Context: an optimization exercise on an open-source flow, tuned for a short achievable clock period. The choices shown serve that exercise and are no tape-out recipe. In this exercise RTL edits were held to simulation tests only and were not proved equivalent to the original. Power and IR drop assume default switching activity.

--- flow/run.sh ---
#!/bin/bash
# The standard layout (standard.sh: standard synthesis, floorplan, place,
# CTS, route), with one change: the port buffers that placement inserts on
# every input and output are sky130_fd_sc_hd__buf_16 instead of the default
# pick (a delay cell, clkdlybuf4s50_1). Make's full output goes to
# standard_flow.log; each ORFS step also keeps its own log under orfs/logs/.
set -euo pipefail
bash standard.sh "BUFFER_PORTS_ARGS=-buffer_cell sky130_fd_sc_hd__buf_16" finish > standard_flow.log 2>&1
--- standard.sh ---
#!/bin/bash
# synth_recipe.tcl (not shown) runs the flow's synth.tcl, then flattens the netlist and writes it again
# the make line also repeats each setting of config.mk as NAME=value (left out here)
make -C /OpenROAD-flow-scripts/flow DESIGN_CONFIG=/design/flow/config.mk WORK_HOME=/design/flow/orfs CLKGATE_MAP_FILE= SYNTH_SCRIPT=/design/flow/synth_recipe.tcl "${@:-finish}"
--- config.mk ---
export PLATFORM = sky130hd
export DESIGN_NAME = mipsCore
export DESIGN_NICKNAME = mipsCore
export VERILOG_FILES = /design/flow/design.v
export SDC_FILE = /design/flow/constraint.sdc
export NUM_CORES = 4
export LEC_CHECK = 0
export CAP_MARGIN = 20
export CORE_MARGIN = 2
export CORE_UTILIZATION = 40
export SETUP_SLACK_MARGIN = 5
export SLEW_MARGIN = 20
export SYNTH_HIERARCHICAL = 1
--- constraint.sdc ---
create_clock -name core_clock -period 13.0 [get_ports {clk}]
set_input_delay 2.6000 -clock core_clock [delete_from_list [all_inputs] [get_ports {clk}]]
set_output_delay 2.6000 -clock core_clock [all_outputs]
set_load 0.01 [all_outputs]
--- design.v ---
`default_nettype none
package isaPkg;
    typedef enum logic [5:0] {
        opRtype = 6'b000000,
        opJal   = 6'b000011,
        opBeq   = 6'b000100,
        opOri   = 6'b001101,
        opLui   = 6'b001111,
        opLw    = 6'b100011,
        opSw    = 6'b101011
    } opcodeE;
    typedef enum logic [5:0] {
        functJr  = 6'b001000,
        functAdd = 6'b100000,
        functSub = 6'b100010
    } functE;
    localparam logic [4:0] regRa = 5'd31;  
    typedef struct packed {
        opcodeE     opcode;
        logic [4:0] rs;
        logic [4:0] rt;
        logic [4:0] rd;
        logic [4:0] shamt;
        functE      funct;
    } rTypeT;
    typedef struct packed {
        opcodeE      opcode;
        logic [4:0]  rs;
        logic [4:0]  rt;
        logic [15:0] imm16;
    } iTypeT;
    typedef struct packed {
        opcodeE      opcode;
        logic [25:0] index26;
    } jTypeT;
    typedef union packed {
        rTypeT rType;
        iTypeT iType;
        jTypeT jType;
    } instrU;
endpackage
`default_nettype wire
`default_nettype none
package ctrlPkg;
    typedef enum logic [3:0] {
        aluAdd = 4'd0,
        aluSub = 4'd1,
        aluOr  = 4'd2
    } aluOpE;
    typedef enum logic {
        srcRt  = 1'b0,
        srcImm = 1'b1
    } aluSrcE;
    typedef enum logic [1:0] {
        regSrcAlu  = 2'd0,
        regSrcMem  = 2'd1,
        regSrcLink = 2'd2
    } regSrcE;
    typedef enum logic [1:0] {
        regDstRd = 2'd0,
        regDstRt = 2'd1,
        regDstRa = 2'd2
    } regDstE;
    typedef enum logic [1:0] {
        extZero  = 2'd0,
        extSign  = 2'd1,
        extUpper = 2'd2
    } extOpE;
    typedef enum logic {
        brNone = 1'b0,
        brZero = 1'b1
    } branchE;
    typedef enum logic [1:0] {
        jumpNone  = 2'd0,
        jumpIndex = 2'd1,
        jumpReg   = 2'd2
    } jumpE;
    typedef struct packed {
        aluOpE  aluOp;
        aluSrcE aluSrc;
        regSrcE regSrc;
        regDstE regDst;
        extOpE  extOp;
        branchE branch;
        jumpE   jump;
        logic   regWrite;
        logic   memWrite;
    } ctrlT;
    localparam ctrlT ctrlNop = {
        aluAdd,     
        srcRt,      
        regSrcAlu,  
        regDstRd,   
        extZero,    
        brNone,     
        jumpNone,   
        1'b0,       
        1'b0        
    };
endpackage
`default_nettype wire
`timescale 1ns/1ps
`default_nettype none
module wrDec (
    input  logic       we,
    input  logic [4:0] waddr,
    output logic [31:1] en
);
    always_comb begin
        for (int i = 1; i < 32; i++) en[i] = we && (waddr == i[4:0]);
    end
endmodule
`default_nettype wire
`timescale 1ns/1ps
`default_nettype none
module pgGen #(parameter int N = 32, parameter bit SUB = 1'b0) (
    input  logic [N-1:0] a, b,
    output logic [N-1:0] gn
);
    assign gn = ~(a & (SUB ? ~b : b));
endmodule
module pgTrans #(parameter int N = 32, parameter bit SUB = 1'b0) (
    input  logic [N-1:0] a, b,
    output logic [N-1:0] tn
);
    assign tn = ~(a | (SUB ? ~b : b));
endmodule
module pgProp #(parameter int N = 32, parameter bit SUB = 1'b0) (
    input  logic [N-1:0] a, b,
    output logic [N-1:0] p
);
    assign p = a ^ (SUB ? ~b : b);
endmodule
module ksAdd #(
    parameter bit SUB = 1'b0
) (
    input  logic [31:0] aF,
    input  logic [31:0] bF,
    input  logic [31:0] aS,
    input  logic [31:0] bS,
    output logic [31:0] p,
    output logic [31:0] c
);
    logic [31:0] gn0, tn0;
    pgGen   #(.N(32), .SUB(SUB)) uG (.a(aF), .b(bF), .gn(gn0));
    pgTrans #(.N(32), .SUB(SUB)) uT (.a(aF), .b(bF), .tn(tn0));
    pgProp  #(.N(32), .SUB(SUB)) uP (.a(aS), .b(bS), .p(p));
    logic [5:0][31:0] G;
    logic [5:0][31:0] T;
    assign G[0] = SUB ? {gn0[31:1], tn0[0]} : gn0;
    assign T[0] = tn0;
    for (genvar k = 1; k <= 5; k++) begin : gLevel
        localparam int D = 1 << (k - 1);
        if (k % 2 == 1) begin : gOdd
            gOai21 #(.N(32 - D)) uG (
                .a(T[k-1][31:D]), .b(G[k-1][31-D:0]), .c(G[k-1][31:D]), .y(G[k][31:D])
            );
            gInv #(.N(D)) uPass (.a(G[k-1][D-1:0]), .y(G[k][D-1:0]));
            if (32 - 2 * D > 0) begin : gT
                gNor2 #(.N(32 - 2 * D)) uT (
                    .a(T[k-1][31:2*D]), .b(T[k-1][31-D:D]), .y(T[k][31:2*D])
                );
            end
            assign T[k][2*D-1:0] = '0;   
        end else begin : gEven
            gAoi21 #(.N(32 - D)) uG (
                .a(T[k-1][31:D]), .b(G[k-1][31-D:0]), .c(G[k-1][31:D]), .y(G[k][31:D])
            );
            gInv #(.N(D)) uPass (.a(G[k-1][D-1:0]), .y(G[k][D-1:0]));
            if (32 - 2 * D > 0) begin : gT
                gNand2 #(.N(32 - 2 * D)) uT (
                    .a(T[k-1][31:2*D]), .b(T[k-1][31-D:D]), .y(T[k][31:2*D])
                );
            end
            assign T[k][2*D-1:0] = '0;   
        end
    end
    assign c = {G[5][30:0], SUB};
endmodule
`default_nettype wire
`timescale 1ns/1ps
`default_nettype none
module rfDecLo (
    input  logic [1:0] a,
    output logic [3:0] sel
);
    always_comb begin
        for (int k = 0; k < 4; k++) sel[k] = (a == k[1:0]);
    end
endmodule
module rfDecHi (
    input  logic [2:0] a,
    output logic [7:0] sel
);
    always_comb begin
        for (int k = 0; k < 8; k++) sel[k] = (a == k[2:0]);
    end
endmodule
module regRead (
    input  logic [4:0]       addr,
    input  logic [31*32-1:0] regsFlat,    
    output logic [31:0]      dataF,       
    output logic [31:0]      dataS        
);
    logic [8*4*4-1:0] lo;    
    logic [4*8-1:0]   hi;    
    for (genvar j = 0; j < 8; j++) begin : gLo
        for (genvar k = 0; k < 4; k++) begin : gByte
            rfDecLo uDecLo (.a(addr[1:0]), .sel(lo[(j*4 + k)*4 +: 4]));
        end
    end
    for (genvar k = 0; k < 4; k++) begin : gHi
        rfDecHi uDecHi (.a(addr[4:2]), .sel(hi[k*8 +: 8]));
    end
    logic [7*32-1:0] l1a, l1b, l1c, l1d, l1y;    
    logic [8*32-1:0] l2a, l2b, l2c, l2d, l2y;    
    logic [31:0]     g0s, g0d, g0y;
    for (genvar b = 0; b < 32; b++) begin : gG0
        assign g0s[b] = lo[(0*4 + b/8)*4 + 1];
    end
    assign g0d = regsFlat[0 +: 32];
    for (genvar j = 0; j < 8; j++) begin : gL1
        if (j > 0) begin : gFirst
            for (genvar b = 0; b < 32; b++) begin : gA
                assign l1a[(j-1)*32 + b] = lo[(j*4 + b/8)*4 + 0];
                assign l1c[(j-1)*32 + b] = lo[(j*4 + b/8)*4 + 1];
            end
            assign l1b[(j-1)*32 +: 32] = regsFlat[(4*j - 1)*32 +: 32];
            assign l1d[(j-1)*32 +: 32] = regsFlat[(4*j)*32 +: 32];
        end
        for (genvar b = 0; b < 32; b++) begin : gB
            assign l2a[j*32 + b] = lo[(j*4 + b/8)*4 + 2];
            assign l2c[j*32 + b] = lo[(j*4 + b/8)*4 + 3];
        end
        assign l2b[j*32 +: 32] = regsFlat[(4*j + 1)*32 +: 32];
        assign l2d[j*32 +: 32] = regsFlat[(4*j + 2)*32 +: 32];
    end
    gNand2 #(.N(32))   uL1g0 (.a(g0s), .b(g0d), .y(g0y));
    gAoi22 #(.N(7*32)) uL1a  (.a(l1a), .b(l1b), .c(l1c), .d(l1d), .y(l1y));
    gAoi22 #(.N(8*32)) uL1b  (.a(l2a), .b(l2b), .c(l2c), .d(l2d), .y(l2y));
    logic [8*32-1:0] w;
    gNand2 #(.N(8*32)) uL2 (.a({l1y, g0y}), .b(l2y), .y(w));
    logic [4*32-1:0] m3a, m3b, m3c, m3d, m3y;
    for (genvar q = 0; q < 4; q++) begin : gL3
        for (genvar b = 0; b < 32; b++) begin : gH
            assign m3a[q*32 + b] = hi[(b/8)*8 + 2*q];
            assign m3c[q*32 + b] = hi[(b/8)*8 + 2*q + 1];
        end
        assign m3b[q*32 +: 32] = w[(2*q)*32 +: 32];
        assign m3d[q*32 +: 32] = w[(2*q + 1)*32 +: 32];
    end
    gAoi22 #(.N(4*32)) uL3 (.a(m3a), .b(m3b), .c(m3c), .d(m3d), .y(m3y));
    gNand4 #(.N(64)) uL4 (
        .a({2{m3y[0 +: 32]}}), .b({2{m3y[32 +: 32]}}), .c({2{m3y[64 +: 32]}}), .d({2{m3y[96 +: 32]}}),
        .y({dataS, dataF})
    );
endmodule
`default_nettype wire
`timescale 1ns/1ps
`default_nettype none
module gInv #(parameter int N = 1) (
    input  logic [N-1:0] a,
    output logic [N-1:0] y
);
    assign y = ~a;
endmodule
module gNand2 #(parameter int N = 1) (
    input  logic [N-1:0] a, b,
    output logic [N-1:0] y
);
    assign y = ~(a & b);
endmodule
module gNor2 #(parameter int N = 1) (
    input  logic [N-1:0] a, b,
    output logic [N-1:0] y
);
    assign y = ~(a | b);
endmodule
module gNand3 #(parameter int N = 1) (
    input  logic [N-1:0] a, b, c,
    output logic [N-1:0] y
);
    assign y = ~(a & b & c);
endmodule
module gNand4 #(parameter int N = 1) (
    input  logic [N-1:0] a, b, c, d,
    output logic [N-1:0] y
);
    assign y = ~(a & b & c & d);
endmodule
module gXor2 #(parameter int N = 1) (
    input  logic [N-1:0] a, b,
    output logic [N-1:0] y
);
    assign y = a ^ b;
endmodule
module gXnor2 #(parameter int N = 1) (
    input  logic [N-1:0] a, b,
    output logic [N-1:0] y
);
    assign y = ~(a ^ b);
endmodule
module gAoi21 #(parameter int N = 1) (
    input  logic [N-1:0] a, b, c,
    output logic [N-1:0] y
);
    assign y = ~((a & b) | c);
endmodule
module gOai21 #(parameter int N = 1) (
    input  logic [N-1:0] a, b, c,
    output logic [N-1:0] y
);
    assign y = ~((a | b) & c);
endmodule
module gAoi22 #(parameter int N = 1) (
    input  logic [N-1:0] a, b, c, d,
    output logic [N-1:0] y
);
    assign y = ~((a & b) | (c & d));
endmodule
module gAoi222 #(parameter int N = 1) (
    input  logic [N-1:0] a, b, c, d, e, f,
    output logic [N-1:0] y
);
    assign y = ~((a & b) | (c & d) | (e & f));
endmodule
`default_nettype wire
`default_nettype none
module gMux2i #(parameter int N = 1) (
    input  logic [N-1:0] s, a1, a0,
    output logic [N-1:0] y
);
    for (genvar i = 0; i < N; i++) begin : gBit
        assign y[i] = ~(s[i] ? a1[i] : a0[i]);
    end
endmodule
`default_nettype wire
`timescale 1ns/1ps
`default_nettype none
module resultPre (
    input  logic        selAdd, selSub, selImm,
    input  logic [31:0] pAdd, pSub, pImm,
    input  logic [31:0] other,               
    output logic [31:0] x0n, x1n             
);
    logic [31:0] q0, q1;
    assign q0  = ({32{selAdd}} & pAdd)  | ({32{selSub}} & pSub)  | ({32{selImm}} & pImm);
    assign q1  = ({32{selAdd}} & ~pAdd) | ({32{selSub}} & ~pSub) | ({32{selImm}} & ~pImm);
    assign x0n = ~(q0 | other);
    assign x1n = ~(q1 | other);
endmodule
module resultSelect (
    input  logic        selAdd, selSub, selImm,
    input  logic [31:0] pAdd, pSub, pImm,
    input  logic [31:0] cAdd, cSub, cImm,
    input  logic [31:0] other,
    output logic [31:0] y,
    output logic [31:0] y2                   
);
    logic [31:0] x0n, x1n, cA, cS, cI, cy;
    resultPre uPre (
        .selAdd(selAdd), .selSub(selSub), .selImm(selImm),
        .pAdd(pAdd), .pSub(pSub), .pImm(pImm), .other(other),
        .x0n(x0n), .x1n(x1n)
    );
    gNand2 #(.N(96)) uCarrySel (
        .a({{32{selImm}}, {32{selSub}}, {32{selAdd}}}), .b({cImm, cSub, cAdd}), .y({cI, cS, cA})
    );
    gNand3 #(.N(32)) uCarry (.a(cA), .b(cS), .c(cI), .y(cy));
    gMux2i #(.N(64)) uOut (.s({2{cy}}), .a1({2{x1n}}), .a0({2{x0n}}), .y({y2, y}));
endmodule
`default_nettype wire
`timescale 1ns/1ps
`default_nettype none
module mipsCore #(
    parameter logic [31:0] RESET_PC = 32'h0000_3000
) (
    input  logic          clk,
    input  logic          arstN,
    output logic [31:0]   pc,
    input  logic [31:0]   instr,
    output logic [31:0]   memAddr,
    output logic [31:0]   memWdata,
    output logic          memWe,
    input  logic [31:0]   memRdata,
    output logic          regWe,
    output logic [4:0]    regWaddr,
    output logic [31:0]   regWdata
);
    logic [5:0]  op;
    logic [4:0]  rs, rt, rd;
    logic [5:0]  fn;
    logic [15:0] imm;
    assign op  = instr[31:26];
    assign rs  = instr[25:21];
    assign rt  = instr[20:16];
    assign rd  = instr[15:11];
    assign fn  = instr[5:0];
    assign imm = instr[15:0];
    logic isR, isAdd, isSub, isJr, isOri, isLui, isLw, isSw, isBeq, isJal;
    assign isR   = (op == 6'b000000);
    assign isAdd = isR && (fn == 6'b100000);
    assign isSub = isR && (fn == 6'b100010);
    assign isJr  = isR && (fn == 6'b001000);
    assign isOri = (op == 6'b001101);
    assign isLui = (op == 6'b001111);
    assign isLw  = (op == 6'b100011);
    assign isSw  = (op == 6'b101011);
    assign isBeq = (op == 6'b000100);
    assign isJal = (op == 6'b000011);
    logic selSub, selOrLo, selOrHi, selAddImm, selAddRt;
    assign selSub    = isSub || isBeq;
    assign selOrLo   = isOri;
    assign selOrHi   = isLui;
    assign selAddImm = isLw || isSw;
    assign selAddRt  = !(selSub || selOrLo || selOrHi || selAddImm);
    logic [31:0]      regs [1:31];
    logic [31*32-1:0] regsFlat;
    logic [31:0]      rsData, rtData;
    for (genvar i = 1; i < 32; i++) begin : gFlat
        assign regsFlat[(i-1)*32 +: 32] = regs[i];
    end
    logic [31:0] rsF, rtF;
    regRead uRsRead (.addr(rs), .regsFlat(regsFlat), .dataF(rsF), .dataS(rsData));
    regRead uRtRead (.addr(rt), .regsFlat(regsFlat), .dataF(rtF), .dataS(rtData));
    logic [31:0] sImm;
    assign sImm = {{16{imm[15]}}, imm};
    logic [31:0] pAdd, pSub, pImm, cAdd, cSub, cImm, orLo, orHi;
    ksAdd #(.SUB(1'b0)) uAdd    (.aF(rsF), .bF(rtF),  .aS(rsData), .bS(rtData), .p(pAdd), .c(cAdd));
    ksAdd #(.SUB(1'b1)) uSub    (.aF(rsF), .bF(rtF),  .aS(rsData), .bS(rtData), .p(pSub), .c(cSub));
    ksAdd #(.SUB(1'b0)) uAddImm (.aF(rsF), .bF(sImm), .aS(rsData), .bS(sImm),   .p(pImm), .c(cImm));
    assign orLo = rsData | {16'h0000, imm};
    assign orHi = rsData | {imm, 16'h0000};
    logic [31:0] aluOther;
    assign aluOther = ({32{selOrLo}} & orLo) | ({32{selOrHi}} & orHi);
    resultSelect uAluSel (
        .selAdd (selAddRt), .selSub (selSub), .selImm (selAddImm),
        .pAdd (pAdd), .pSub (pSub), .pImm (pImm),
        .cAdd (cAdd), .cSub (cSub), .cImm (cImm),
        .other(aluOther),
        .y    (memAddr),
        .y2   ()
    );
    logic [31:0] pcPlus4;
    logic        wbWrite, wbAlu;
    assign regWaddr = (isOri || isLui || isLw) ? rt : (isJal ? 5'd31 : rd);
    assign wbWrite  = (isAdd || isSub || isOri || isLui || isLw || isJal) && (regWaddr != 5'd0);
    assign wbAlu    = !(isLw || isJal);
    logic [31:0] wbOther, wbData;
    assign wbOther = ({32{wbAlu && selOrLo}} & orLo) | ({32{wbAlu && selOrHi}} & orHi)
                   | ({32{isLw}} & memRdata) | ({32{isJal}} & pcPlus4);
    resultSelect uWbSel (
        .selAdd (wbAlu && selAddRt), .selSub (wbAlu && selSub), .selImm (wbAlu && selAddImm),
        .pAdd (pAdd), .pSub (pSub), .pImm (pImm),
        .cAdd (cAdd), .cSub (cSub), .cImm (cImm),
        .other(wbOther),
        .y    (regWdata),
        .y2   (wbData)
    );
    assign regWe    = wbWrite && arstN;
    assign memWe    = isSw && arstN;
    assign memWdata = rtData;
    logic [31:1] wrEn [4];
    for (genvar k = 0; k < 4; k++) begin : gWrDec
        wrDec uWrDec (.we(regWe), .waddr(regWaddr), .en(wrEn[k]));
    end
    always_ff @(posedge clk or negedge arstN) begin
        if (!arstN) begin
            for (int i = 1; i < 32; i++) regs[i] <= 32'd0;
        end else begin
            for (int i = 1; i < 32; i++)
                for (int k = 0; k < 4; k++)
                    if (wrEn[k][i]) regs[i][k*8 +: 8] <= wbData[k*8 +: 8];
        end
    end
    logic [31:0] branchTarget, jumpTarget, nextPc;
    logic        rsEqRt;
    assign pcPlus4      = pc + 32'd4;
    assign branchTarget = pcPlus4 + {sImm[29:0], 2'b00};
    assign jumpTarget   = {pcPlus4[31:28], instr[25:0], 2'b00};
    assign rsEqRt       = (rsData == rtData);
    always_comb begin
        if (isJr)                  nextPc = rsData;
        else if (isJal)            nextPc = jumpTarget;
        else if (isBeq && rsEqRt)  nextPc = branchTarget;
        else                       nextPc = pcPlus4;
    end
    always_ff @(posedge clk or negedge arstN) begin
        if (!arstN) pc <= RESET_PC;
        else        pc <= nextPc;
    end
endmodule
`default_nettype wire
==> flow_summary.yaml, run 1 <==
power:
  p_int_uw: 6220
  p_seq_frac: 0.371
  peakVddDrop_uv: 120
  combPwrFrac: 0.246
  clock_power_share: 0.384
  power.switching_uw: 2920
  switching_share: 0.319
  power_density_mw_per_mm2: 92.8
  leakage_uw: 0.0416
timing:
  final_hold_viol_count: 0
  finClkSkew_ns: 0.109
  fin_crit_sh: 0.670
  fmax_ghz: 0.115
  post-route-min-period_ns: 8.71
  final.setup.tns_ns: 0
  relSlewSlack: 0.331
  slew_viol_final: 0
  worstMarginPinSlew_ns: 1.00
  whs_ns: 0.541
  setup_viol: 0
  rsz0062_at_grt: "true"
route:
  drtIter0Drc: 7382
  vias_per_cell: 6.44
  ant_nets: 0
  wl_um: 340000
  drc: 0
  num_vias: 66800
  drtPass1Iterations: 10
  wl_per_cell_um: 32.7
setup_path:
  startpoint_type: "input port"
  criticalPathCategory: "in -> out"
  path_max_fanout: 18
  worst_ep_required_time_ns: 10.40
  cp-endpoint: "regWdata[15]"
  worstRegToRegCells: 16
  crit_arrival_ns: 6.11
  r2r_setup_slack_ns: 8.32
  timing.rr.start: "regs[10][9]"
  crit_start: "instr[17]"
  regToRegEndpoint: "pc[18]"
  critPathCaptureType: "output port"
finish:
  fin_nets: 7871
  final-seq-area_mm2: 0.0256
  multi_input_area_mm2: 0.0534
  design_area_mm2: 0.0984
  most-common-layout-cells: "1216 x a22oi_2, 1022 x dfrtp_1, 992 x mux2_2, 935 x nand2_1, 475 x buf_4"
  fillCellCount: 16200
  layout-drive-gt1-share: 0.572
  layout_commonest_cell: "a22oi_2"
  syn2layout_area_growth_pct: 30.7
grt:
  grt_pass1_wl_um: 472000
  grt_overflow: 0
  grt_max_degree: 152
  grt_usage: 0.336
  grt_pass1_vias: 65400
  antenna_found_initial: 23
floorplanning:
  dieArea_mm2: 0.192
  num_io_pins: 201
  core_mm2: 0.187
  fp.dieW_um: 438
  num_rows: 159
  initial_core_util: 0.402
  die_h_um: 438
outcome:
  status: "finished clean"
place:
  post_dp_cell_area_mm2: 0.0840
  dp_hpwl_um: 213000
  routabilityCongestion: 1.05
  numPortBuffers: 200
clock_tree:
  clk_pin_slew_ns: 0.06
  cts_buffers: 117
  worstSkewPairLatency_ns: 0.85
  clockBufferDepth: 3
  cts-root-buf: "clkbuf_16"
  clock_sinks: 1024
  cts_hold_buf: 0
  tritoncts: "built"
  cts_htree_levels: 3
logic_synthesis:
  avgSynthCellArea_um2: 10.5
  synthesis.area_mm2: 0.0753
  syn_nets: 7266
  ys_warn_count: 13
  syn_inst: 7162
job:
  max_cap_viol_count: 0
worst_hold_path:
  hp-class: "reg -> reg"
state kept, by name (all words and copies together) (netlist names):
register	count
regs	992
pc	32
metal layers:
metal / vias up / track usage / wire length (um)
met1: 34000 / 0.420 / 131000
met3: 1154 / 0.0786 / 30700
met2: 3718 / 0.512 / 149000
met5: - / 0 / 58
met4: 8 / 0.236 / 29100
li1: 28000 / - / -
layout make-up:
cell class,count,area share
antenna,20,0.000509
clock buffer,160,0.0334
clock inverter,51,0.00749
inverter,173,0.00692
multi-input combinational,5651,0.542
sequential,1024,0.260
tap,2495,0.0317
timing repair buffer,800,0.117
critical path, stage by stage:
cell and delay, ns:
buf_16 0.22, and2b_4 0.24, a22oi_2 0.23, nand2_1 0.09, a22oi_2 0.35, nand4_1 0.18, buf_6 0.18, nor2_2 0.27
o21ai_2 0.14, a21oi_4 0.25, o21ai_2 0.10, buf_4 0.15, a21oi_4 0.21, inv_2 0.09, nand2_1 0.11, nand3_4 0.13
mux2i_4 0.32, buf_16 0.15
worst min-delay path by stage:
stage,depth (start not counted),from,slack [ns],end
after CTS,1,regs[1][26],0.54,regs[1][26]
after global routing,1,regs[1][27],0.56,regs[1][27]
after detailed placement,1,regs[1][26],0.53,regs[1][26]
after global placement,1,regs[1][19],0.52,regs[1][19]
after floorplan,1,regs[1][0],0.50,regs[1][0]
final,1,regs[1][26],0.54,regs[1][26]
power groups by stage:
stage                     registers [uW]  logic [uW]  clock network, uW
final                               3380        2240               3510
after global placement              3440        1900                  0
after global routing                3390        2340               3690
after CTS                           3380        2130               3550
after floorplan                     3400         972                  0
after detailed placement            3440        1910                  0
through the flow:
stage | util | std cells | setup slack, ns | power [uW]
floorplan | - | 7162 | 5.02 | 4370
global placement | 0.448 | 9650 | 3.00 | 5340
detailed placement | 0.448 | 9650 | 3.03 | 5350
CTS | 0.509 | 10200 | 4.53 | 9070
global route | 0.525 | 10400 | 4.33 | 9410
finish | 0.525 | 10400 | 4.29 | 9130
repair_timing:
item / 4_1_cts / 5_1_grt
cloned: 37 / 13
pin swaps: 218 / 132
endpoints found under the setup margin: 77 / 65
gates resized for setup: 953 / 389
setup buffers: 317 / 126
endpoints found under the hold margin: 0 / 0
==> inputs of run 2 (changes only) <==
--- a/design.v
+++ b/design.v
@@ -115,27 +115,40 @@
 `default_nettype none
-module pgGen #(parameter int N = 32, parameter bit SUB = 1'b0) (
-    input  logic [N-1:0] a, b,
-    output logic [N-1:0] gn
+module bOperand #(parameter int N = 32) (
+    input  logic [N-1:0] r, x1, x0,
+    output logic [N-1:0] bn
 );
-    assign gn = ~(a & (SUB ? ~b : b));
+    for (genvar i = 0; i < N; i++) begin : gBit
+        assign bn[i] = ~(r[i] ? x1[i] : x0[i]);
+    end
 endmodule
-module pgTrans #(parameter int N = 32, parameter bit SUB = 1'b0) (
-    input  logic [N-1:0] a, b,
-    output logic [N-1:0] tn
+module pgGen #(parameter int N = 32) (
+    input  logic [N-1:0] a, bn,
+    output logic [N-1:0] gn             
 );
-    assign tn = ~(a | (SUB ? ~b : b));
+    assign gn = ~(a & ~bn);
 endmodule
-module pgProp #(parameter int N = 32, parameter bit SUB = 1'b0) (
-    input  logic [N-1:0] a, b,
-    output logic [N-1:0] p
+module pgTrans #(parameter int N = 32) (
+    input  logic [N-1:0] a, bn,
+    output logic [N-1:0] tn             
 );
-    assign p = a ^ (SUB ? ~b : b);
+    assign tn = ~(a | ~bn);
 endmodule
-module ksAdd #(
-    parameter bit SUB = 1'b0
-) (
+module pgProp #(parameter int N = 32) (
+    input  logic [N-1:0] a, bn,
+    output logic [N-1:0] p              
+);
+    assign p = a ^ ~bn;
+endmodule
+module pgCin (
+    input  logic a, bn, cin,
+    output logic gn
+);
+    assign gn = ~((a & ~bn) | ((a | ~bn) & cin));
+endmodule
+module ksAdd (
     input  logic [31:0] aF,
-    input  logic [31:0] bF,
+    input  logic [31:0] bnF,
     input  logic [31:0] aS,
-    input  logic [31:0] bS,
+    input  logic [31:0] bnS,
+    input  logic        cin,
     output logic [31:0] p,
@@ -144,10 +157,13 @@
     logic [31:0] gn0, tn0;
-    pgGen   #(.N(32), .SUB(SUB)) uG (.a(aF), .b(bF), .gn(gn0));
-    pgTrans #(.N(32), .SUB(SUB)) uT (.a(aF), .b(bF), .tn(tn0));
-    pgProp  #(.N(32), .SUB(SUB)) uP (.a(aS), .b(bS), .p(p));
-    logic [5:0][31:0] G;
-    logic [5:0][31:0] T;
-    assign G[0] = SUB ? {gn0[31:1], tn0[0]} : gn0;
+    logic        gnC;
+    pgGen   #(.N(32)) uG (.a(aF), .bn(bnF), .gn(gn0));
+    pgTrans #(.N(32)) uT (.a(aF), .bn(bnF), .tn(tn0));
+    pgProp  #(.N(32)) uP (.a(aS), .bn(bnS), .p(p));
+    pgCin             uC (.a(aF[0]), .bn(bnF[0]), .cin(cin), .gn(gnC));
+    logic [4:0][31:0] G;
+    logic [4:0][31:0] T;
+    logic [31:16]     G5;
+    assign G[0] = {gn0[31:1], gnC};
     assign T[0] = tn0;
-    for (genvar k = 1; k <= 5; k++) begin : gLevel
+    for (genvar k = 1; k <= 4; k++) begin : gLevel
         localparam int D = 1 << (k - 1);
@@ -158,7 +174,5 @@
             gInv #(.N(D)) uPass (.a(G[k-1][D-1:0]), .y(G[k][D-1:0]));
-            if (32 - 2 * D > 0) begin : gT
-                gNor2 #(.N(32 - 2 * D)) uT (
-                    .a(T[k-1][31:2*D]), .b(T[k-1][31-D:D]), .y(T[k][31:2*D])
-                );
-            end
+            gNor2 #(.N(32 - 2 * D)) uT (
+                .a(T[k-1][31:2*D]), .b(T[k-1][31-D:D]), .y(T[k][31:2*D])
+            );
             assign T[k][2*D-1:0] = '0;   
@@ -169,7 +183,5 @@
             gInv #(.N(D)) uPass (.a(G[k-1][D-1:0]), .y(G[k][D-1:0]));
-            if (32 - 2 * D > 0) begin : gT
-                gNand2 #(.N(32 - 2 * D)) uT (
-                    .a(T[k-1][31:2*D]), .b(T[k-1][31-D:D]), .y(T[k][31:2*D])
-                );
-            end
+            gNand2 #(.N(32 - 2 * D)) uT (
+                .a(T[k-1][31:2*D]), .b(T[k-1][31-D:D]), .y(T[k][31:2*D])
+            );
             assign T[k][2*D-1:0] = '0;   
@@ -177,3 +189,4 @@
     end
-    assign c = {G[5][30:0], SUB};
+    gOai21 #(.N(16)) uG5 (.a(T[4][31:16]), .b(G[4][15:0]), .c(G[4][31:16]), .y(G5));
+    assign c = {G5[30:16], G[4][15:0], cin};
 endmodule
@@ -340,4 +353,4 @@
 module resultPre (
-    input  logic        selAdd, selSub, selImm,
-    input  logic [31:0] pAdd, pSub, pImm,
+    input  logic        selSum,
+    input  logic [31:0] p,
     input  logic [31:0] other,               
@@ -345,12 +358,9 @@
 );
-    logic [31:0] q0, q1;
-    assign q0  = ({32{selAdd}} & pAdd)  | ({32{selSub}} & pSub)  | ({32{selImm}} & pImm);
-    assign q1  = ({32{selAdd}} & ~pAdd) | ({32{selSub}} & ~pSub) | ({32{selImm}} & ~pImm);
-    assign x0n = ~(q0 | other);
-    assign x1n = ~(q1 | other);
+    assign x0n = ~(({32{selSum}} &  p) | other);
+    assign x1n = ~(({32{selSum}} & ~p) | other);
 endmodule
 module resultSelect (
-    input  logic        selAdd, selSub, selImm,
-    input  logic [31:0] pAdd, pSub, pImm,
-    input  logic [31:0] cAdd, cSub, cImm,
+    input  logic        selSum,
+    input  logic [31:0] p,
+    input  logic [31:0] c,                   
     input  logic [31:0] other,
@@ -359,13 +369,14 @@
 );
-    logic [31:0] x0n, x1n, cA, cS, cI, cy;
-    resultPre uPre (
-        .selAdd(selAdd), .selSub(selSub), .selImm(selImm),
-        .pAdd(pAdd), .pSub(pSub), .pImm(pImm), .other(other),
-        .x0n(x0n), .x1n(x1n)
-    );
-    gNand2 #(.N(96)) uCarrySel (
-        .a({{32{selImm}}, {32{selSub}}, {32{selAdd}}}), .b({cImm, cSub, cAdd}), .y({cI, cS, cA})
-    );
-    gNand3 #(.N(32)) uCarry (.a(cA), .b(cS), .c(cI), .y(cy));
-    gMux2i #(.N(64)) uOut (.s({2{cy}}), .a1({2{x1n}}), .a0({2{x0n}}), .y({y2, y}));
+    logic [31:0] x0n, x1n, a1, a0;
+    resultPre uPre (.selSum(selSum), .p(p), .other(other), .x0n(x0n), .x1n(x1n));
+    for (genvar j = 0; j < 32; j++) begin : gBit
+        if (j >= 1 && j <= 16) begin : gLow
+            assign a1[j] = x0n[j];
+            assign a0[j] = x1n[j];
+        end else begin : gHigh
+            assign a1[j] = x1n[j];
+            assign a0[j] = x0n[j];
+        end
+    end
+    gMux2i #(.N(64)) uOut (.s({2{c}}), .a1({2{a1}}), .a0({2{a0}}), .y({y2, y}));
 endmodule
@@ -427,6 +438,9 @@
     assign sImm = {{16{imm[15]}}, imm};
-    logic [31:0] pAdd, pSub, pImm, cAdd, cSub, cImm, orLo, orHi;
-    ksAdd #(.SUB(1'b0)) uAdd    (.aF(rsF), .bF(rtF),  .aS(rsData), .bS(rtData), .p(pAdd), .c(cAdd));
-    ksAdd #(.SUB(1'b1)) uSub    (.aF(rsF), .bF(rtF),  .aS(rsData), .bS(rtData), .p(pSub), .c(cSub));
-    ksAdd #(.SUB(1'b0)) uAddImm (.aF(rsF), .bF(sImm), .aS(rsData), .bS(sImm),   .p(pImm), .c(cImm));
+    logic        selSum;
+    logic [31:0] bX1, bX0, bnF, bnS, pSum, cSum, orLo, orHi;
+    assign selSum = selAddRt || selSub || selAddImm;
+    assign bX1 = selAddImm ? sImm : {32{selAddRt}};
+    assign bX0 = selAddImm ? sImm : {32{selSub}};
+    bOperand #(.N(64)) uB (.r({rtData, rtF}), .x1({2{bX1}}), .x0({2{bX0}}), .bn({bnS, bnF}));
+    ksAdd uAdd (.aF(rsF), .bnF(bnF), .aS(rsData), .bnS(bnS), .cin(selSub), .p(pSum), .c(cSum));
     assign orLo = rsData | {16'h0000, imm};
@@ -436,8 +450,4 @@
     resultSelect uAluSel (
-        .selAdd (selAddRt), .selSub (selSub), .selImm (selAddImm),
-        .pAdd (pAdd), .pSub (pSub), .pImm (pImm),
-        .cAdd (cAdd), .cSub (cSub), .cImm (cImm),
-        .other(aluOther),
-        .y    (memAddr),
-        .y2   ()
+        .selSum (selSum), .p (pSum), .c (cSum), .other (aluOther),
+        .y      (memAddr), .y2 ()
     );
@@ -452,8 +462,4 @@
     resultSelect uWbSel (
-        .selAdd (wbAlu && selAddRt), .selSub (wbAlu && selSub), .selImm (wbAlu && selAddImm),
-        .pAdd (pAdd), .pSub (pSub), .pImm (pImm),
-        .cAdd (cAdd), .cSub (cSub), .cImm (cImm),
-        .other(wbOther),
-        .y    (regWdata),
-        .y2   (wbData)
+        .selSum (wbAlu && selSum), .p (pSum), .c (cSum), .other (wbOther),
+        .y      (regWdata), .y2 (wbData)
     );
==> run.sh (new file) <==
#!/bin/bash
# synth_recipe.tcl (not shown) runs the flow's synth.tcl, then flattens the netlist and writes it again
# the make line also repeats each setting of config.mk as NAME=value (left out here)
make -C /OpenROAD-flow-scripts/flow DESIGN_CONFIG=/design/flow/config.mk WORK_HOME=/design/flow/orfs CLKGATE_MAP_FILE= SYNTH_SCRIPT=/design/flow/synth_recipe.tcl finish
removed: flow/run.sh
removed: standard.sh
==> flow_summary.yaml, run 2 <==
worst_hold_path:
  hold_start: "regs[1][12]"
  whs_endpoint: "regs[1][12]"
  hp-class: "reg -> reg"
  hold_depth: 1
clock_tree:
  tritoncts: "built"
  clk_pin_slew_ns: 0.06
  cts_htree_levels: 3
  cts-root-buf: "clkbuf_16"
  cts_buffers: 119
  clock_sinks: 1024
  clockBufferDepth: 3
  worstSkewPairLatency_ns: 0.79
finish:
  post-route-util: 0.493
  fillCellCount: 15000
  layout-drive-gt1-share: 0.542
  syn2layout_area_growth_pct: 22.2
  largest_register_ffs: 992
  largest-register: "regs"
  most-common-layout-cells: "1218 x a22oi_2, 1022 x dfrtp_1, 992 x mux2_2, 696 x nand2_1, 330 x buf_4"
  top_regs: "regs x992, pc x32"
  layout_commonest_cell: "a22oi_2"
  fin_nets: 6712
grt:
  grt_pass1_vias: 56900
  grt_max_degree: 175
  antenna_found_initial: 13
  grt_usage: 0.307
  grt_pass1_wl_um: 397000
  grt_overflow: 0
timing:
  finClkSkew_ns: 0.0347
  worstMarginPinSlew_ns: 1.11
  final.setup.tns_ns: 0
  slew_viol_final: 0
  fmax_ghz: 0.114
  post-route-min-period_ns: 8.74
  setup_viol: 0
  fin_crit_sh: 0.672
  relSlewSlack: 0.255
  final_hold_viol_count: 0
  rsz0062_at_grt: "true"
route:
  ant_nets: 0
  num_vias: 56900
  drtIter0Drc: 5589
  wl_um: 279000
  dr_wl_met2_um: 127000
  drtPass1Iterations: 8
  wl_per_cell_um: 31.3
  top_layer: "met5"
  m1WireLength_um: 106000
  dr_wl_met3_um: 21300
  drc: 0
  vias_per_cell: 6.37
logic_synthesis:
  ys_warn_count: 13
  synthesis.area_mm2: 0.0686
  syn_inst: 6138
  syn_nets: 6242
  avgSynthCellArea_um2: 11.2
setup_path:
  critPathCaptureType: "output port"
  regToRegEndpoint: "pc[27]"
  cp_cell_sequence: "buf_16 > buf_12 > and2b_4 > a22oi_2 > nand2_2 > a22oi_2 > nand4_1 > mux2i_1 > nand2b_1 > o21ai_4 > a21oi_4 > buf_6 > o21ai_4 > a21oi_4 > buf_12 > mux2i_4 > buf_2"
  critPathMaxStageDelay_ns: 0.40
  critPathTopFamily: "compound AO/OA/AOI/OAI gates"
  crit_arrival_ns: 6.14
  criticalPathCategory: "in -> out"
  startpoint_type: "input port"
  worst_ep_required_time_ns: 10.40
  critPathBufInv: 5
  worstRegToRegCells: 15
  r2r_setup_slack_ns: 7.79
  timing.rr.start: "pc[13]"
  slowest_stage: "mux2i_4"
  path_max_fanout: 8
power:
  power_density_mw_per_mm2: 102
  peakVddDrop_uv: 118
  total_power_uw: 8520
  leakage_uw: 0.0364
floorplanning:
  core_mm2: 0.170
  fp.dieW_um: 418
  num_io_pins: 201
  initial_core_util: 0.404
  num_rows: 151
  die_h_um: 418
  dieArea_mm2: 0.175
outcome:
  status: "finished clean"
place:
  routabilityCongestion: 1.00
  dp_hpwl_um: 185000
  numPortBuffers: 200
job:
  max_cap_viol_count: 0
==> run 2: worst max-delay path by stage <==
stage / slack (ns) / endpoint / depth (start not counted) / start
floorplan: 4.99 / memAddr[25] / 19 / instr[31]
global placement: 2.08 / regWdata[12] / 17 / instr[27]
detailed placement: 2.03 / regWdata[12] / 17 / instr[27]
CTS: 4.35 / memAddr[19] / 17 / instr[17]
global route: 4.26 / memAddr[19] / 18 / instr[16]
finish: 4.26 / regWdata[12] / 17 / instr[16]
==> run 2: layout make-up <==
| type | instances | area [um^2] | share of cell area |
|---|---|---|---|
| clock buffer | 163 | 3490 | 0.0416 |
| antenna | 6 | 15.0 | 0.000179 |
| multi-input combinational | 4725 | 44400 | 0.529 |
| clock inverter | 53 | 681 | 0.00813 |
| timing repair buffer | 635 | 6390 | 0.0762 |
| sequential | 1024 | 25600 | 0.306 |
| inverter | 103 | 444 | 0.00530 |
| tap | 2218 | 2780 | 0.0331 |
==> run 2: through the flow <==
stage / cell area [um^2] / setup WS (ns) / instances / hold slack, ns
final: 83800 / 4.26 / 8927 / 0.530
after global routing: 83800 / 4.26 / 8923 / 0.550
after CTS: 82500 / 4.35 / 8856 / 0.532
after detailed placement: 73900 / 2.03 / 8384 / 0.519
after global placement: 73800 / 2.08 / 8382 / 0.512
after floorplan: 69000 / 4.99 / 6138 / 0.503
==> run 2: repair_timing <==
action | CTS | global route
gates cloned | 25 | 8
endpoints found under the setup margin | 659 | 90
pin swaps | 145 | 101
endpoints found under the hold margin | 0 | 0
resized for setup | 725 | 203
hold buffers | 0 | 0
setup buffers | 231 | 57
==> run 2: where the power goes <==
group          internal, uW  total (uW)  switching (uW)
registers              3250        3350            99.6
logic                   539        1580            1040
clock network          2140        3600            1450
==> run 2: layer usage <==
layer  vias up  track usage
met5         -            0
met2      2724        0.483
met4        18        0.229
li1      24200            -
met1     29000        0.371
met3       986       0.0650
==> inputs of run 3 (changes only) <==
--- a/config.mk
+++ b/config.mk
@@ -10,2 +10,3 @@
 export CORE_UTILIZATION = 40
+export GPL_ROUTABILITY_DRIVEN = 0
 export SETUP_SLACK_MARGIN = 5
==> flow_summary.yaml, run 3 <==
floorplanning:
  fp.dieW_um: 418
  initial_core_util: 0.404
  dieArea_mm2: 0.175
  num_io_pins: 201
  core_mm2: 0.170
  die_h_um: 418
  num_rows: 151
setup_path:
  criticalPathCategory: "in -> out"
  critPathMaxStageDelay_ns: 0.31
  path_max_fanout: 8
  startpoint_type: "input port"
  cp_cell_sequence: "buf_16 > buf_12 > buf_16 > and2_4 > buf_4 > a22oi_2 > nand2_1 > a22oi_2 > nand4_1 > mux2i_2 > nor2b_4 > o21ai_2 > a21oi_2 > buf_4 > o21ai_4 > a21oi_4 > o21ai_4 > buf_12 > mux2i_2 > buf_2"
  critPathTopFamily: "compound AO/OA/AOI/OAI gates"
  worst_ep_required_time_ns: 10.40
  critPathBufInv: 7
  slowest_stage: "mux2i_2"
  crit_arrival_ns: 6.35
  critPathCaptureType: "output port"
route:
  drc: 0
  num_vias: 57800
  wl_per_cell_um: 31.6
  drtIter0Drc: 5941
  drtPass1Iterations: 9
  vias_per_cell: 6.46
  wl_um: 282000
  ant_nets: 0
outcome:
  status: "finished clean"
grt:
  grt_max_degree: 185
  antenna_found_initial: 20
  grt_pass1_vias: 57200
  grt_overflow: 0
  grt_usage: 0.314
  grt_pass1_wl_um: 404000
logic_synthesis:
  ys_warn_count: 13
  syn_nets: 6242
  avgSynthCellArea_um2: 11.2
  syn_inst: 6138
  synthesis.area_mm2: 0.0686
power:
  leakage_uw: 0.0366
  power_density_mw_per_mm2: 101
  peakVddDrop_uv: 111
finish:
  syn2layout_area_growth_pct: 22.9
  largest_register_ffs: 992
  largest-register: "regs"
  layout_commonest_cell: "a22oi_2"
  fillCellCount: 14900
  most-common-layout-cells: "1217 x a22oi_2, 1022 x dfrtp_1, 992 x mux2_2, 686 x nand2_1, 322 x buf_4"
  layout-drive-gt1-share: 0.542
  top_regs: "regs x992, pc x32"
  fin_nets: 6720
timing:
  post-route-min-period_ns: 8.95
  fmax_ghz: 0.112
  relSlewSlack: 0.302
  slew_viol_final: 0
  final_hold_viol_count: 0
  fin_crit_sh: 0.688
  setup_viol: 0
  whs_ns: 0.536
  rsz0062_at_grt: "true"
  finClkSkew_ns: 0.0427
  final.setup.tns_ns: 0
  worstMarginPinSlew_ns: 1.04
job:
  max_cap_viol_count: 0
worst_hold_path:
  hp-class: "reg -> reg"
clock_tree:
  clk_pin_slew_ns: 0.06
  tritoncts: "built"
  cts_buffers: 116
  cts_hold_buf: 0
  cts-root-buf: "clkbuf_16"
  worstSkewPairLatency_ns: 0.80
  clockBufferDepth: 3
  clock_sinks: 1024
  cts_htree_levels: 3
place:
  numPortBuffers: 200
  dp_hpwl_um: 182000
==> run 3: path summary, 6_finish.rpt <==
| check | start | to | slack [ns] | cells after the start |
|---|---|---|---|---|
| max | instr[16] | memAddr[22] | 4.05 | 20 |
| min | regs[1][14] | regs[1][14] | 0.54 | 1 |
| max reg2reg | pc[12] | pc[27] | 7.99 | 15 |
| min reg2reg | regs[1][14] | regs[1][14] | 0.54 | 1 |
| max in group asynchronous | arstN | regs[18][4] | 8.31 | 4 |
| min in group asynchronous | arstN | regs[8][23] | 1.70 | 1 |
==> run 3: where the power goes <==
part / switching, uW / internal (uW) / total (uW)
clock: 1470 / 2100 / 3580
combinational: 1040 / 563 / 1610
sequential: 97.0 / 3250 / 3340
total: 2610 / 5910 / 8530
==> run 3: through the flow <==
stage | setup slack [ns] | instances | area, um^2 | utilization | power, uW
3_5_place_dp | 2.10 | 8377 | 73900 | 0.435 | 4800
2_1_floorplan | 4.99 | 6138 | 69000 | - | 4210
5_1_grt | 4.02 | 8937 | 84300 | 0.496 | 8800
3_3_place_gp | 2.22 | 8377 | 73900 | 0.435 | 4790
4_1_cts | 4.38 | 8861 | 83000 | 0.489 | 8500
6_report | 4.05 | 8946 | 84300 | 0.496 | 8530
==> run 3: per-layer routing <==
metal,global-route usage,wire [um]
met1,0.380,107000
met2,0.481,124000
met3,0.0771,24000
met4,0.242,26900
met5,0,119
==> run 3: timing repair <==
| action | in CTS | in global routing |
|---|---|---|
| pin swaps | 171 | 134 |
| gates cloned | 38 | 1 |
| buffers inserted | 227 | 71 |
| gates resized for setup | 838 | 160 |
| setup endpoints to repair | 102 | 65 |
==> run 3: area by class of cell <==
class | instances | area, um^2 | area share
well taps | 2218 | 2780 | 0.0329
clock buffers | 160 | 3310 | 0.0393
inverters | 103 | 452 | 0.00536
diodes | 11 | 27.5 | 0.000327
repair buffers | 649 | 6790 | 0.0806
multi-input cells | 4722 | 44500 | 0.528
flip-flops and latches | 1024 | 25600 | 0.304
clock inverters | 59 | 830 | 0.00984
==> run 3: worst register-to-register path, delay by kind of cell (launching register included) <==
| family | cells | cell delay (ns) |
|---|---|---|
| and+or+nand+nor | 6 | 1.86 |
| xor gates and xnor gates | 2 | 0.48 |
| adders and majority gates | 1 | 0.46 |
| buffers and inverters | 1 | 0.08 |
| DFF | 1 | 0.61 |
| AOI/OAI and AO/OA | 5 | 1.43 |
==> inputs of run 4 (changes only) <==
--- a/config.mk
+++ b/config.mk
@@ -9,4 +9,4 @@
 export CORE_MARGIN = 2
-export CORE_UTILIZATION = 40
-export GPL_ROUTABILITY_DRIVEN = 0
+export CORE_UTILIZATION = 60
+export PLACE_DENSITY = 0.7
 export SETUP_SLACK_MARGIN = 5
==> flow_summary.yaml, run 4 <==
outcome:
  status: "finished clean"
setup_path:
  slowest_stage: "a22oi_2"
  critPathMaxStageDelay_ns: 0.34
  critPathTopFamily: "compound AO/OA/AOI/OAI gates"
  worst_ep_required_time_ns: 10.40
  cp_cell_sequence: "buf_16 > buf_16 > and2b_4 > a22oi_2 > nand2_1 > a22oi_2 > nand4_1 > mux2i_1 > nor2b_4 > buf_4 > nor2_4 > a21oi_2 > o21ai_2 > a21oi_2 > o21ai_4 > buf_6 > mux2i_4 > buf_2"
  path_max_fanout: 8
  crit_arrival_ns: 6.38
  critPathCaptureType: "output port"
  critPathBufInv: 5
  startpoint_type: "input port"
  criticalPathCategory: "in -> out"
power:
  power_density_mw_per_mm2: 102
  p_int_uw: 5830
  power.switching_uw: 2590
  leakage_uw: 0.0362
  p_seq_frac: 0.395
  combPwrFrac: 0.192
  switching_share: 0.308
  clock_power_share: 0.413
  total_power_uw: 8430
  peakVddDrop_uv: 119
route:
  wl_per_cell_um: 32.9
  wl_um: 270000
  drtIter0Drc: 6291
  drtPass1Iterations: 9
  num_vias: 58500
  drc: 0
  vias_per_cell: 7.13
  ant_nets: 0
clock_tree:
  clk_pin_slew_ns: 0.06
  tritoncts: "built"
  cts_buffers: 113
  cts_htree_levels: 3
  clock_sinks: 1024
  worstSkewPairLatency_ns: 0.77
  cts_hold_buf: 0
  clockBufferDepth: 3
  cts-root-buf: "clkbuf_16"
floorplanning:
  initial_core_util: 0.602
  core_mm2: 0.114
  die_h_um: 342
  num_rows: 124
  num_io_pins: 201
  dieArea_mm2: 0.117
  fp.dieW_um: 342
worst_hold_path:
  hp-class: "reg -> reg"
finish:
  largest-register: "regs"
  fillCellCount: 8113
  syn2layout_area_growth_pct: 20.8
  top_regs: "regs x992, pc x32"
  multi_input_area_mm2: 0.0443
  layout_commonest_cell: "a22oi_2"
  post-route-util: 0.727
  largest_register_ffs: 992
  layout-drive-gt1-share: 0.541
  most-common-layout-cells: "1217 x a22oi_2, 1022 x dfrtp_1, 992 x mux2_2, 699 x nand2_1, 293 x buf_4"
  final-seq-area_mm2: 0.0256
  fin_nets: 6685
logic_synthesis:
  syn_nets: 6242
  syn_inst: 6138
  avgSynthCellArea_um2: 11.2
  ys_warn_count: 13
  synthesis.area_mm2: 0.0686
timing:
  setup_viol: 0
  final_hold_viol_count: 0
  rsz0062_at_grt: "true"
  relSlewSlack: 0.306
  slew_viol_final: 0
  fmax_ghz: 0.111
  post-route-min-period_ns: 8.98
  worstMarginPinSlew_ns: 1.04
  finClkSkew_ns: 0.0593
  final.setup.tns_ns: 0
  fin_crit_sh: 0.691
grt:
  grt_max_degree: 74
  met2_usage: 0.652
  grtUsageMet1: 0.576
  grt_pass1_vias: 56700
  grt_pass1_wl_um: 383000
  grt_overflow: 0
  grt_busiest_layer: "met2"
  grt_usage: 0.442
  use_met3: 0.121
  antenna_found_initial: 19
job:
  max_cap_viol_count: 0
place:
  numPortBuffers: 200
  routabilityCongestion: 1.07
  dp_hpwl_um: 179000
## run 4: cell count changes in the layout (fill, tap and decap cells not counted), sizes merged, moves of 2 or more
cell | previous run | this run
dlygate4sd2 | 6 | 3
diode | 11 | 15
clkinv | 31 | 33
buf | 513 | 482
bufbuf | 10 | 6
## run 4: area by class of cell
cell class / instances / area share
Timing Repair Buffer: 616 / 0.0780
Tap cell: 1512 / 0.0228
Clock buffer: 155 / 0.0391
Sequential cell: 1024 / 0.309
Inverter: 103 / 0.00556
Antenna cell: 15 / 0.000453
Multi-Input combinational cell: 4723 / 0.535
Clock inverter: 61 / 0.00955
## run 4: repair_timing
action                                  4_1_cts  5_1_grt
resized for setup                           789      179
pin swaps                                   170       88
setup buffers                               183       86
gates cloned                                 29        4
endpoints found under the setup margin      121       65
## run 4: stage by stage
stage / instance area (um^2) / instances / setup WS [ns] / hold WS [ns]
final: 82800 / 8209 / 4.02 / 0.533
after global routing: 82800 / 8198 / 4.10 / 0.545
after CTS: 81300 / 8103 / 4.35 / 0.532
after detailed placement: 73000 / 7675 / 1.88 / 0.518
after global placement: 72900 / 7669 / 1.93 / 0.512
after floorplan: 69000 / 6138 / 4.99 / 0.503
## run 4: final timing paths
kind | startpoint | to | slack (ns) | cells past startpoint
setup reg to reg | pc[12] | pc[27] | 8.43 | 16
setup / recovery | instr[16] | memAddr[24] | 4.02 | 18
min in group asynchronous | arstN | regs[7][20] | 1.75 | 1
hold reg to reg | regs[1][4] | regs[1][4] | 0.53 | 1
max in group asynchronous | arstN | regs[30][31] | 8.29 | 4
hold / removal | regs[1][4] | regs[1][4] | 0.53 | 1
## run 4: worst reg2reg max path: cells and delay by family (launching register included)
family / cells / cell delay, ns
AOI/OAI and AO/OA: 5 / 1.15
DFF: 1 / 0.58
and+or+nand+nor: 7 / 1.64
xor gates and xnor gates: 2 / 0.57
buffers and inverters: 1 / 0.20
adders and majority gates: 1 / 0.38
## run 4: per-layer routing
layer,vias to the layer above,share of wire
li1,24200,-
met1,29600,0.38
met2,3608,0.43
met3,1096,0.11
met4,12,0.078
met5,-,0.00030
## run 4: power by group through the flow
stage | Sequential (uW) | Clock, uW | Combinational (uW)
after floorplan | 3390 | 0 | 825
after global placement | 3380 | 0 | 1420
after detailed placement | 3390 | 0 | 1430
after CTS | 3330 | 3500 | 1530
after global routing | 3340 | 3620 | 1690
final | 3330 | 3480 | 1610
==> inputs of run 5 (changes only) <==
==> flow/run.sh (new file) <==
#!/bin/bash
# The standard layout (standard.sh: standard synthesis, floorplan, place,
# CTS, route), with one change: the port buffers that placement inserts on
# every input and output are sky130_fd_sc_hd__buf_6 instead of the default
# pick (a delay cell, clkdlybuf4s50_1). Make's full output goes to
# standard_flow.log; each ORFS step also keeps its own log under orfs/logs/.
set -euo pipefail
bash standard.sh "BUFFER_PORTS_ARGS=-buffer_cell sky130_fd_sc_hd__buf_6" finish > standard_flow.log 2>&1
==> standard.sh (new file) <==
#!/bin/bash
# synth_recipe.tcl (not shown) runs the flow's synth.tcl, then flattens the netlist and writes it again
# the make line also repeats each setting of config.mk as NAME=value (left out here)
make -C /OpenROAD-flow-scripts/flow DESIGN_CONFIG=/design/flow/config.mk WORK_HOME=/design/flow/orfs CLKGATE_MAP_FILE= SYNTH_SCRIPT=/design/flow/synth_recipe.tcl "${@:-finish}"
--- a/config.mk
+++ b/config.mk
@@ -9,4 +9,3 @@
 export CORE_MARGIN = 2
-export CORE_UTILIZATION = 60
-export PLACE_DENSITY = 0.7
+export CORE_UTILIZATION = 40
 export SETUP_SLACK_MARGIN = 5
removed: run.sh
==> flow_summary.yaml, run 5 <==
timing:
  setup_viol: 0
  post-route-min-period_ns: 8.77
  fin_crit_sh: 0.675
  slew_viol_final: 0
  finClkSkew_ns: 0.0820
  final.setup.tns_ns: 0
  rsz0062_at_grt: "true"
  worstMarginPinSlew_ns: 1.20
  whs_ns: 0.537
  final_hold_viol_count: 0
  fmax_ghz: 0.114
  relSlewSlack: 0.178
floorplanning:
  die_h_um: 418
  dieArea_mm2: 0.175
  initial_core_util: 0.404
  num_rows: 151
  num_io_pins: 201
  core_mm2: 0.170
  fp.dieW_um: 418
route:
  drc: 0
  wl_per_cell_um: 31.4
  drtIter0Drc: 5910
  drtPass1Iterations: 8
  ant_nets: 0
  wl_um: 277000
  vias_per_cell: 6.40
  num_vias: 56500
setup_path:
  criticalPathCategory: "in -> out"
  cpMostUsedCell: "buf_6"
  crit_arrival_ns: 6.17
  slowest_stage: "buf_6"
  cp_cell_sequence: "buf_6 > and3b_2 > a22oi_2 > nand4_1 > mux2i_2 > nor2b_4 > buf_6 > nor2_4 > nand2_4 > o21ai_2 > a21oi_2 > o21ai_4 > buf_12 > mux2i_2 > buf_6"
  path_max_fanout: 34
  worst_ep_required_time_ns: 10.40
  startpoint_type: "input port"
  critPathCaptureType: "output port"
  critPathMaxStageDelay_ns: 0.42
place:
  post_dp_cell_area_mm2: 0.0741
  numPortBuffers: 200
  routabilityCongestion: 0.974
  dp_hpwl_um: 182000
logic_synthesis:
  avgSynthCellArea_um2: 11.2
  syn_nets: 6242
  syn_inst: 6138
  synthesis.area_mm2: 0.0686
  ys_warn_count: 13
clock_tree:
  worstSkewPairLatency_ns: 0.82
  tritoncts: "built"
  cts_hold_buf: 0
  clock_sinks: 1024
  clockBufferDepth: 3
  clk_pin_slew_ns: 0.06
  cts_buffers: 115
  cts_htree_levels: 3
  cts-root-buf: "clkbuf_16"
grt:
  grt_pass1_vias: 55900
  antenna_found_initial: 13
  grt_usage: 0.309
  grt_max_degree: 146
  grt_overflow: 0
  grt_pass1_wl_um: 396000
finish:
  design_area_mm2: 0.0838
  largest-register: "regs"
  layout-drive-gt1-share: 0.552
  fillCellCount: 15000
  top_regs: "regs x992, pc x32"
  layout_commonest_cell: "a22oi_2"
  most-common-layout-cells: "1217 x a22oi_2, 1022 x dfrtp_1, 992 x mux2_2, 682 x nand2_1, 246 x buf_4"
  largest_register_ffs: 992
  syn2layout_area_growth_pct: 22.2
  fin_nets: 6616
power:
  leakage_uw: 0.0363
  peakVddDrop_uv: 131
  power_density_mw_per_mm2: 102
outcome:
  status: "finished clean"
worst_hold_path:
  hp-class: "reg -> reg"
job:
  max_cap_viol_count: 0
-- run 5: final timing paths --
kind,startpoint,end,depth (start not counted),slack [ns]
min in group asynchronous,arstN,regs[27][23],1,1.69
max in group asynchronous,arstN,regs[19][6],5,7.59
setup reg to reg,pc[12],pc[27],15,8.17
hold / removal,regs[1][1],regs[1][1],1,0.54
setup / recovery,instr[18],memAddr[26],15,4.23
hold reg to reg,regs[1][1],regs[1][1],1,0.54
-- run 5: critical path: cells and delay by family --
| family | cells | cell delay [ns] |
|---|---|---|
| AOI/OAI and AO/OA | 4 | 0.89 |
| and+or+nand+nor | 5 | 1.22 |
| buffers and inverters | 4 | 0.83 |
| muxes | 2 | 0.52 |
-- run 5: area by class of cell --
cell class / instances / area (um^2) / area share
antenna: 10 / 25.0 / 0.000299
tap: 2218 / 2780 / 0.0331
sequential: 1024 / 25600 / 0.306
inverter: 103 / 447 / 0.00533
timing repair buffer: 547 / 6310 / 0.0754
clock inverter: 65 / 930 / 0.0111
multi-input combinational: 4721 / 44400 / 0.530
clock buffer: 151 / 3240 / 0.0387
-- run 5: through the flow --
step	utilization	total power (uW)	setup WS, ns	cells
after floorplan	-	4210	4.99	6138
after global placement	0.436	4820	2.79	8373
after detailed placement	0.436	4830	2.71	8374
after CTS	0.489	8530	4.46	8796
after global routing	0.493	8800	4.25	8835
final	0.493	8530	4.23	8839
-- run 5: metal layers --
| layer | up-vias | global-route usage | part of all wire |
|---|---|---|---|
| li1 | 24000 | - | - |
| met1 | 28900 | 0.380 | 0.39 |
| met2 | 2752 | 0.485 | 0.45 |
| met3 | 879 | 0.0613 | 0.075 |
| met4 | 8 | 0.216 | 0.082 |
| met5 | - | 0 | 0.00017 |
-- run 5: power breakdown --
part	internal (uW)	total (uW)	switching, uW
clock	2090	3590	1500
sequential	3250	3340	96.8
combinational	560	1590	1030
-- run 5: what timing repair did --
item	4_1_cts	5_1_grt
gates resized for setup	553	81
pin swaps	157	75
gates cloned	34	0
setup endpoints to repair	100	65
setup buffers	172	32
==> inputs of run 6 (changes only) <==
==> flow/run.sh (replaced) <==
#!/bin/bash
# The standard layout (standard.sh: standard synthesis, floorplan, place,
# CTS, route), with one change: the port buffers that placement inserts on
# every input and output are sky130_fd_sc_hd__buf_12 instead of the default
# pick (a delay cell, clkdlybuf4s50_1). Make's full output goes to
# standard_flow.log; each ORFS step also keeps its own log under orfs/logs/.
set -euo pipefail
bash standard.sh "BUFFER_PORTS_ARGS=-buffer_cell sky130_fd_sc_hd__buf_12" finish > standard_flow.log 2>&1
==> flow_summary.yaml, run 6 <==
route:
  drtPass1Iterations: 10
  drtIter0Drc: 5680
  wl_um: 285000
  vias_per_cell: 6.38
  num_vias: 56700
  wl_per_cell_um: 32.1
  drc: 0
  ant_nets: 0
finish:
  final_cells: 8894
  post-route-util: 0.502
  syn2layout_area_growth_pct: 24.2
  layout_commonest_cell: "a22oi_2"
  fillCellCount: 14900
  largest-register: "regs"
  layout-drive-gt1-share: 0.553
  top_regs: "regs x992, pc x32"
  fin_nets: 6674
  most-common-layout-cells: "1217 x a22oi_2, 1022 x dfrtp_1, 992 x mux2_2, 716 x nand2_1, 321 x buf_4"
  largest_register_ffs: 992
timing:
  relSlewSlack: 0.330
  slew_viol_final: 0
  fin_crit_sh: 0.672
  whs_ns: 0.537
  final_hold_viol_count: 0
  worstMarginPinSlew_ns: 1.00
  final.setup.tns_ns: 0
  fmax_ghz: 0.115
  setup_viol: 0
  finClkSkew_ns: 0.0400
  rsz0062_at_grt: "true"
  post-route-min-period_ns: 8.73
setup_path:
  path_max_fanout: 8
  worst_ep_required_time_ns: 10.40
  crit_arrival_ns: 6.13
  critPathCaptureType: "output port"
  startpoint_type: "input port"
  criticalPathCategory: "in -> out"
floorplanning:
  num_io_pins: 201
  num_rows: 151
  initial_core_util: 0.404
  fp.dieW_um: 418
  die_h_um: 418
  dieArea_mm2: 0.175
  core_mm2: 0.170
grt:
  grt_pass1_vias: 55700
  grt_usage: 0.315
  grt_pass1_wl_um: 402000
  antenna_found_initial: 12
  grt_overflow: 0
  grt_max_degree: 154
logic_synthesis:
  synthesis.area_mm2: 0.0686
  syn_nets: 6242
  syn_inst: 6138
  ys_warn_count: 13
  avgSynthCellArea_um2: 11.2
place:
  routabilityCongestion: 1.00
  numPortBuffers: 200
  place_inst: 8362
  dp_hpwl_um: 184000
job:
  max_cap_viol_count: 0
clock_tree:
  worstSkewPairLatency_ns: 0.80
  clock_sinks: 1024
  cts_buffers: 115
  tritoncts: "built"
  clk_pin_slew_ns: 0.06
  cts-root-buf: "clkbuf_16"
  cts_hold_buf: 0
  clockBufferDepth: 3
  cts_htree_levels: 3
worst_hold_path:
  hp-class: "reg -> reg"
power:
  power_density_mw_per_mm2: 100
  leakage_uw: 0.0367
  peakVddDrop_uv: 111
outcome:
  status: "finished clean"
run 6: worst paths after layout:
path	cells after the start	end	slack, ns	start
min in group asynchronous	1	regs[18][16]	1.70	arstN
min	1	regs[1][23]	0.54	regs[1][23]
max	17	memAddr[21]	4.27	instr[17]
max reg2reg	15	pc[27]	8.14	pc[5]
max in group asynchronous	5	regs[8][7]	7.47	arstN
min reg2reg	1	regs[1][23]	0.54	regs[1][23]
run 6: routing by layer:
metal | GRT usage | vias up | routed length (um) | share of wire
met5 | 0 | - | 13 | 0.000046
met4 | 0.205 | 2 | 22400 | 0.079
met3 | 0.0619 | 911 | 21800 | 0.076
met2 | 0.500 | 2730 | 131000 | 0.46
met1 | 0.389 | 28900 | 110000 | 0.39
li1 | - | 24100 | - | -
run 6: report_power, final:
group / internal (uW) / switching (uW)
Clock: 1990 / 1460
Sequential: 3250 / 113
Combinational: 649 / 1070
Total: 5890 / 2640
run 6: timing repair:
item / 4_1_cts / 5_1_grt
gates resized for setup: 406 / 161
cloned: 19 / 7
pin swaps: 132 / 85
setup buffers: 207 / 76
endpoints found under the setup margin: 72 / 90
run 6: layout make-up:
cell class | count | area, um^2 | area share
Inverter | 103 | 432 | 0.00507
Antenna cell | 7 | 17.5 | 0.000206
Clock inverter | 51 | 607 | 0.00712
Clock buffer | 165 | 3360 | 0.0394
Timing Repair Buffer | 602 | 8040 | 0.0944
Sequential cell | 1024 | 25600 | 0.301
Multi-Input combinational cell | 4724 | 44300 | 0.520
Tap cell | 2218 | 2780 | 0.0326
run 6: worst max-delay path, cell delays in order:
cell	delay [ns]
buf_16	0.20
buf_12	0.15
and2b_4	0.20
buf_4	0.14
a22oi_2	0.19
nand2_1	0.12
a22oi_2	0.34
nand4_1	0.33
mux2i_1	0.21
nor2b_4	0.16
nor2_4	0.19
nand2_2	0.16
nor2_4	0.18
nand2_1	0.12
o21ai_4	0.29
mux2i_2	0.31
clkbuf_16	0.18
run 6: per-stage QoR:
step | instance area, um^2 | power [uW] | setup WS [ns]
final | 85200 | 8540 | 4.27
after global routing | 85200 | 8800 | 4.30
after CTS | 83700 | 8510 | 4.50
after detailed placement | 75800 | 4980 | 2.81
after global placement | 75700 | 4970 | 2.93
after floorplan | 69000 | 4210 | 4.99

-- separate check: timing with driven ports --
The flow's constraints put no driver on any port. The routed layouts listed below were extracted and timed again, unchanged, in two steps. Step 1: set_driving_cell puts a clkbuf_16 on clk and a buf_2 on each other input, an assumption about the parent block. Step 2, shift: input delay + t, output delay - t, t = (earliest + latest rising clock arrival at the registers) / 2. This alone moves slack from input paths to output paths. Three values: ideal, step 1, step 2; two values: the first two.
run | t (ns) | setup WS [ns] | clock arrival spread, ns | worst data-port slew with drivers (ns) | pins driven straight from the clock port
run 1 | 0.879 | 4.291 / 3.307 / 3.307 | 0.109 / 0.109 | 1.46 | 1
run 2 | 0.848 | 4.258 / 3.786 / 3.746 | 0.035 / 0.034 | 0.56 | 1
run 3 | 0.865 | 4.052 / 3.612 / 3.612 | 0.042 / 0.043 | 0.61 | 1
run 4 | 0.827 | 4.018 / 3.567 / 3.567 | 0.060 / 0.060 | 0.53 | 1
run 5 | 0.860 | 4.227 / 3.737 / 3.737 | 0.082 / 0.082 | 0.63 | 1
run 6 | 0.867 | 4.269 / 3.579 / 3.573 | 0.040 / 0.040 | 0.98 | 1
After both steps every run listed still meets setup and hold. The setup slack of run 1, which loses most, moves by -0.984 ns with the drivers and by -0.984 ns with both steps.
